What follows belongs to an exercise in optimizing a design on an open flow for small area, a short achievable clock period and few clock cycles per item; a production flow would make more cautious choices. Only simulation tests tie the RTL to the original design; equivalence was not proved. Power and IR drop assume default switching activity.

==> flow/design.v (outline; a module is shown in full before it is edited, if it fits) <==
// module mult_diya_fp32: 1807 lines
// module mult_fa: 4 lines
// module mult_fa1: 4 lines
// module mult_ha: 4 lines
// module g_aoi21: 3 lines
// module g_aoi22: 3 lines
// module g_inv: 3 lines
// module g_mux2i: 3 lines
// module g_nand2: 3 lines
// module g_nand3: 3 lines
// module g_nand4: 3 lines
// module g_nor2: 3 lines
// module g_nor3: 3 lines
// module g_oai21: 3 lines
// module g_oai22: 3 lines
// module g_xor2: 3 lines
module mult_diya_fp32 (
   input  logic        clk,
   input  logic        nRST,
   input  logic        valid_in,
   input  logic [31:0] data1,
   input  logic [31:0] data2,
   output logic [31:0] result,
   output logic        valid_out
);
  // ...
==> flow/flow/run.sh <==
#!/bin/bash
# Standard layout, with plain buffers (instead of the default delay-cell
# buffers) on the ports. Every port still gets its own buffer.
set -euo pipefail
export BUFFER_PORTS_ARGS="-buffer_cell sky130_fd_sc_hd__buf_2"
bash standard.sh > standard.log 2>&1
==> flow/standard.sh <==
#!/bin/bash
# synth_recipe.tcl (not shown) runs the flow's synth.tcl, then flattens the netlist and writes it again
# the make line also repeats each setting of config.mk as NAME=value (left out here)
make -C /OpenROAD-flow-scripts/flow DESIGN_CONFIG=/design/flow/config.mk WORK_HOME=/design/flow/orfs CLKGATE_MAP_FILE= SYNTH_SCRIPT=/design/flow/synth_recipe.tcl "${@:-finish}"
==> flow/config.mk <==
export PLATFORM = sky130hd
export DESIGN_NAME = mult_diya_fp32
export DESIGN_NICKNAME = mult_diya_fp32
export VERILOG_FILES = /design/flow/design.v
export SDC_FILE = /design/flow/constraint.sdc
export NUM_CORES = 4
export LEC_CHECK = 0
export CAP_MARGIN = 20
export CORE_MARGIN = 2
export CORE_UTILIZATION = 65
export SLEW_MARGIN = 20
export SYNTH_HIERARCHICAL = 1
export SYNTH_MINIMUM_KEEP_SIZE = 0
==> flow/constraint.sdc <==
create_clock -name core_clock -period 14.0 [get_ports {clk}]
set_input_delay 2.8000 -clock core_clock [delete_from_list [all_inputs] [get_ports {clk}]]
set_output_delay 2.8000 -clock core_clock [all_outputs]
set_load 0.01 [all_outputs]
==> out/results.ini, run 1 <==
[sta]
min_period_ps = 4120
slew_headroom_pct = 23.0
fin_skew_ps = 9.26
drv_slew = 0

[layout]
fin_cells = 2918
final_common_cell = xnor2_1
postLayoutCoreUtil_pct = 71.5
drive_gt1_share_pct = 10.3
final_area_mm2 = 0.0241

[global_route]
grt_pass1_vias = 18300
grt_start_max_net_pins = 32
grt_antenna_before_repair = 0
grt_busiest_layer = met2

[power_and_ir_drop]
intPower_mw = 2.81
power-per-cell-area_mw_per_mm2 = 215
seq_power_mw = 1.20
total_power_mw = 5.18
pg_clk_uw = 690
comb-power_mw = 3.30
leakage_nw = 10.0

[routing]
wl_um = 59800
drtAntennaViolNets = 0
dr_wl_met3_um = 6880
drtIter0Drc = 1837
vias_per_cell = 6.10
drc = 0
top_layer = met4

[floorplan]
coreArea_mm2 = 0.0337
fp.dieArea_mm2 = 0.0359
start_util_pct = 66.3
ioPinCount = 100

[critical_path]
crit_buf_inv = 0
worstSetupEndpoint = r2_cv[28]$_DFF_P_
path_cells = a22oi_1, xnor2_1, fa_1, fa_1, fa_1, fa_1, fa_1
startpoint_type = flip-flop

[min_path]
worstHoldStart = r1_nan$_DFF_P_
min_path_type = reg -> reg

[placed_design]
io_buffers = 99
place_inst = 2872

[clock_network]
root_buffer = clkbuf_16
ctsResizeCount = 0

[outcome]
status = no timing/DRC/antenna violations

Testbench counts, summed over its fixed seeds: cycles 16,024, items 16,000.
==> run 2, diff against run 1 <==
--- a/flow/config.mk
+++ b/flow/config.mk
@@ -7,7 +7,7 @@
 export LEC_CHECK = 0
 export CAP_MARGIN = 20
 export CORE_MARGIN = 2
-export CORE_UTILIZATION = 65
+export CORE_UTILIZATION = 40
 export SLEW_MARGIN = 20
 export SYNTH_HIERARCHICAL = 1
 export SYNTH_MINIMUM_KEEP_SIZE = 0
==> run 2 against run 1 <==
Die area increased by 61%; count of clock-buffer cells in the layout increased by 1; register-to-register slack got worse by 50 ps; largest cell class unchanged; core utilization decreased by 27 points; setup slack got worse by 53 ps; combinational power decreased by 2%; first-iteration DRC count decreased by 24%; critical endpoint is now r2_cv[27]$_DFF_P_; via count decreased by 2.5%; power increased by 0.91%; hold slack got worse by 1.8 ps; area after synthesis unchanged; flip-flop and latch count unchanged.
==> out/results.ini, run 2 <==
[sta]
tns_ps = 0
worst_slack_ps = 9820
setup_violations = 0
max_clock_freq_ghz = 0.239
drv_slew = 0  ; unchanged
slew_headroom_pct = 18.9  ; -4.1 points
min_period_ps = 4180  ; +53.4 ps
fin_skew_ps = 33.8  ; +24.5 ps
hold_ws_ps = 328
rsz0062_at_grt = no
final.period_utilization_pct = 29.8
tightestPinTransition_ps = 1210
hold_viol_final = 0

[global_route]
grt_antenna_before_repair = 2  ; +2
grt_pass1_wl_um = 98200
grt_usage_pct = 21.5
grt_pass1_vias = 18000  ; -1.7%
grt_overflow = 0
grt_start_max_net_pins = 32  ; unchanged

[layout]
final_common_cell = xnor2_1
drive_gt1_share_pct = 10.6  ; +0.29 points
final_nets = 2839
final_area_mm2 = 0.0246  ; +2.1%
num-fill-cells = 5351
layout_common_cells = 305 x xnor2_1, 264 x a22oi_1, 256 x fa_1
largest_registers = r2_cv (36), r2_sv (36), r4_res (32)
area_delta_synth_final_pct = 10.2

[synth]
synthesis.area_mm2 = 0.0223
yosysWarnings = 7
netlist_instances = 2415
synth.avg_cell_area_um2 = 9.25
syn-num-nets = 2800

[power_and_ir_drop]
ir_drop_uv = 108
leakage_nw = 10.1  ; +0.28%
power-per-cell-area_mw_per_mm2 = 213  ; -1.2%

[critical_path]
startpoint_type = flip-flop
cpMostUsedCell = fa_1
startpoint = r1_two[3]$_DFF_P_
cp_max_fo = 24
crit_type = reg -> reg
critPathMaxStageDelay_ps = 1120
slowest_stage = dfxtp_1
r2r_setup_slack_ps = 9820
crit_path_end_kind = flip-flop
required_ps = 14460
worstPathArrival_ps = 4630
regToRegStartpoint = r1_two[3]$_DFF_P_
reg2reg_to = r2_cv[27]$_DFF_P_
path_cells = a22oi_1, xnor2_1, fa_1, fa_1, fa_1, fa_1, fa_1
reg2regPathDepth = 7

[clock_network]
clockBufferDepth = 3
root_buffer = clkbuf_16
cts_buffers = 30
cts_setup_buffers = 0
ctsResizeCount = 0  ; unchanged
clock_sinks = 244
path_clk_slew_ps = 60
cts_tree = yes
insertion_delay_ps = 610
htreeDepth = 1
hold_buffers = 0

[floorplan]
coreArea_mm2 = 0.0551  ; +63%
die_y_um = 240
ioPinCount = 100  ; unchanged
fp.dieArea_mm2 = 0.0577  ; +61%
std_cell_rows = 86
start_util_pct = 40.5  ; -26 points
fp.dieW_um = 240

[placed_design]
preCtsSetupSlack_ps = 9540
io_buffers = 99  ; unchanged
gp_congestion = 0.890
place_hpwl_um = 41900
post_dp_cell_area_mm2 = 0.0236

[min_path]
min_path_cells = 0
worstHoldStart = r3_s$_DFF_P_
hold_end = r4_res[31]$_DFF_P_
min_path_type = reg -> reg

[routing]
wl_per_cell_um = 19.1
wl_um = 61500  ; +2.8%
drc = 0  ; unchanged
drt_first_pass_iters = 6
vias = 17300
drtIter0Drc = 1402  ; -24%
drtAntennaViolNets = 0  ; unchanged
vias_per_cell = 5.37  ; -12%

[flow_run]
max-cap-violations = 0

[outcome]
status = no timing/DRC/antenna violations

==> run 2: layout make-up <==
cell class	count	area [um^2]	area share, %
Inverter	225	845	3.43
Timing Repair Buffer	152	893	3.63
Clock inverter	19	196	0.798
Tap cell	748	936	3.80
Antenna cell	1	2.50	0.0102
Clock buffer	37	807	3.28
Multi-Input combinational cell	1801	16000	65.1
Sequential cell	244	4910	19.9
==> run 2: worst max path at each step <==
stage	end	slack (ps)	cells after the start
3_3_place_gp	r1_s$_DFF_P_	9560	6
2_1_floorplan	r1_s$_DFF_P_	9900	5
3_5_place_dp	r1_s$_DFF_P_	9540	6
5_1_grt	r2_cv[24]$_DFF_P_	9710	7
4_1_cts	r2_cv[27]$_DFF_P_	9910	7
6_report	r2_cv[27]$_DFF_P_	9820	7
==> run 2: through the flow <==
step | instances | power, mW | utilization, %
5_1_grt | 3227 | 5.81 | 44.7
6_report | 3227 | 5.23 | 44.7
3_3_place_gp | 3170 | 4.41 | 42.8
4_1_cts | 3226 | 5.29 | 44.7
2_1_floorplan | 2415 | 3.60 | -
3_5_place_dp | 3170 | 4.50 | 42.8
==> run 2: critical path, delay by kind of cell, from the launching register on <==
family                   cells  cell delay (ps)
adder cells (fa/ha/maj)      5             2450
flip-flops                   1             1120
XOR/XNOR                     1              270
AO/OA/AOI/OAI                1              210
==> run 2: power by group <==
group | internal, mW | switching, mW
combinational | 1.41 | 1.84
sequential | 0.992 | 0.214
clock | 0.449 | 0.321
total | 2.85 | 2.38
==> run 2: metal layers <==
layer,track usage [%],part of all wire [%],vias up
met3,4.67,9.0,149
met1,29.7,44,8298
met2,33.2,44,822
met5,0,0,-
met4,7.74,3.0,0
li1,-,-,8066

==> afterwards: timing with drivers on the ports <==
No port has a modelled driver above. Below, the same layouts with a new extraction and two added sets of constraints.
Step 1 (the two cells are an assumption about what drives the block):
set clk [get_ports {clk}]
set_driving_cell -lib_cell sky130_fd_sc_hd__clkbuf_16 $clk
set_driving_cell -lib_cell sky130_fd_sc_hd__buf_2 [delete_from_list [all_inputs] $clk]
Step 2 adds t to the input delays and takes it off the output delays; t is the mean of the earliest and latest rising clock arrival at the registers after step 1. Input paths then give back, and output paths get back, about the clock's delay inside the block.
Three values: ideal, step 1, step 2; two values: the first two.
run | t (ns) | setup WS [ns] | worst data-port slew with drivers (ns) | pins driven straight from the clock port
run 1 | 0.624 | 9.878 / 9.878 / 9.501 | 0.05 | 1
run 2 | 0.651 | 9.825 / 9.825 / 9.522 | 0.07 | 1
After both steps every run listed still meets setup and hold. The setup slack of run 1, which loses most, moves by 0.000 ns with the drivers and by -0.377 ns with both steps.
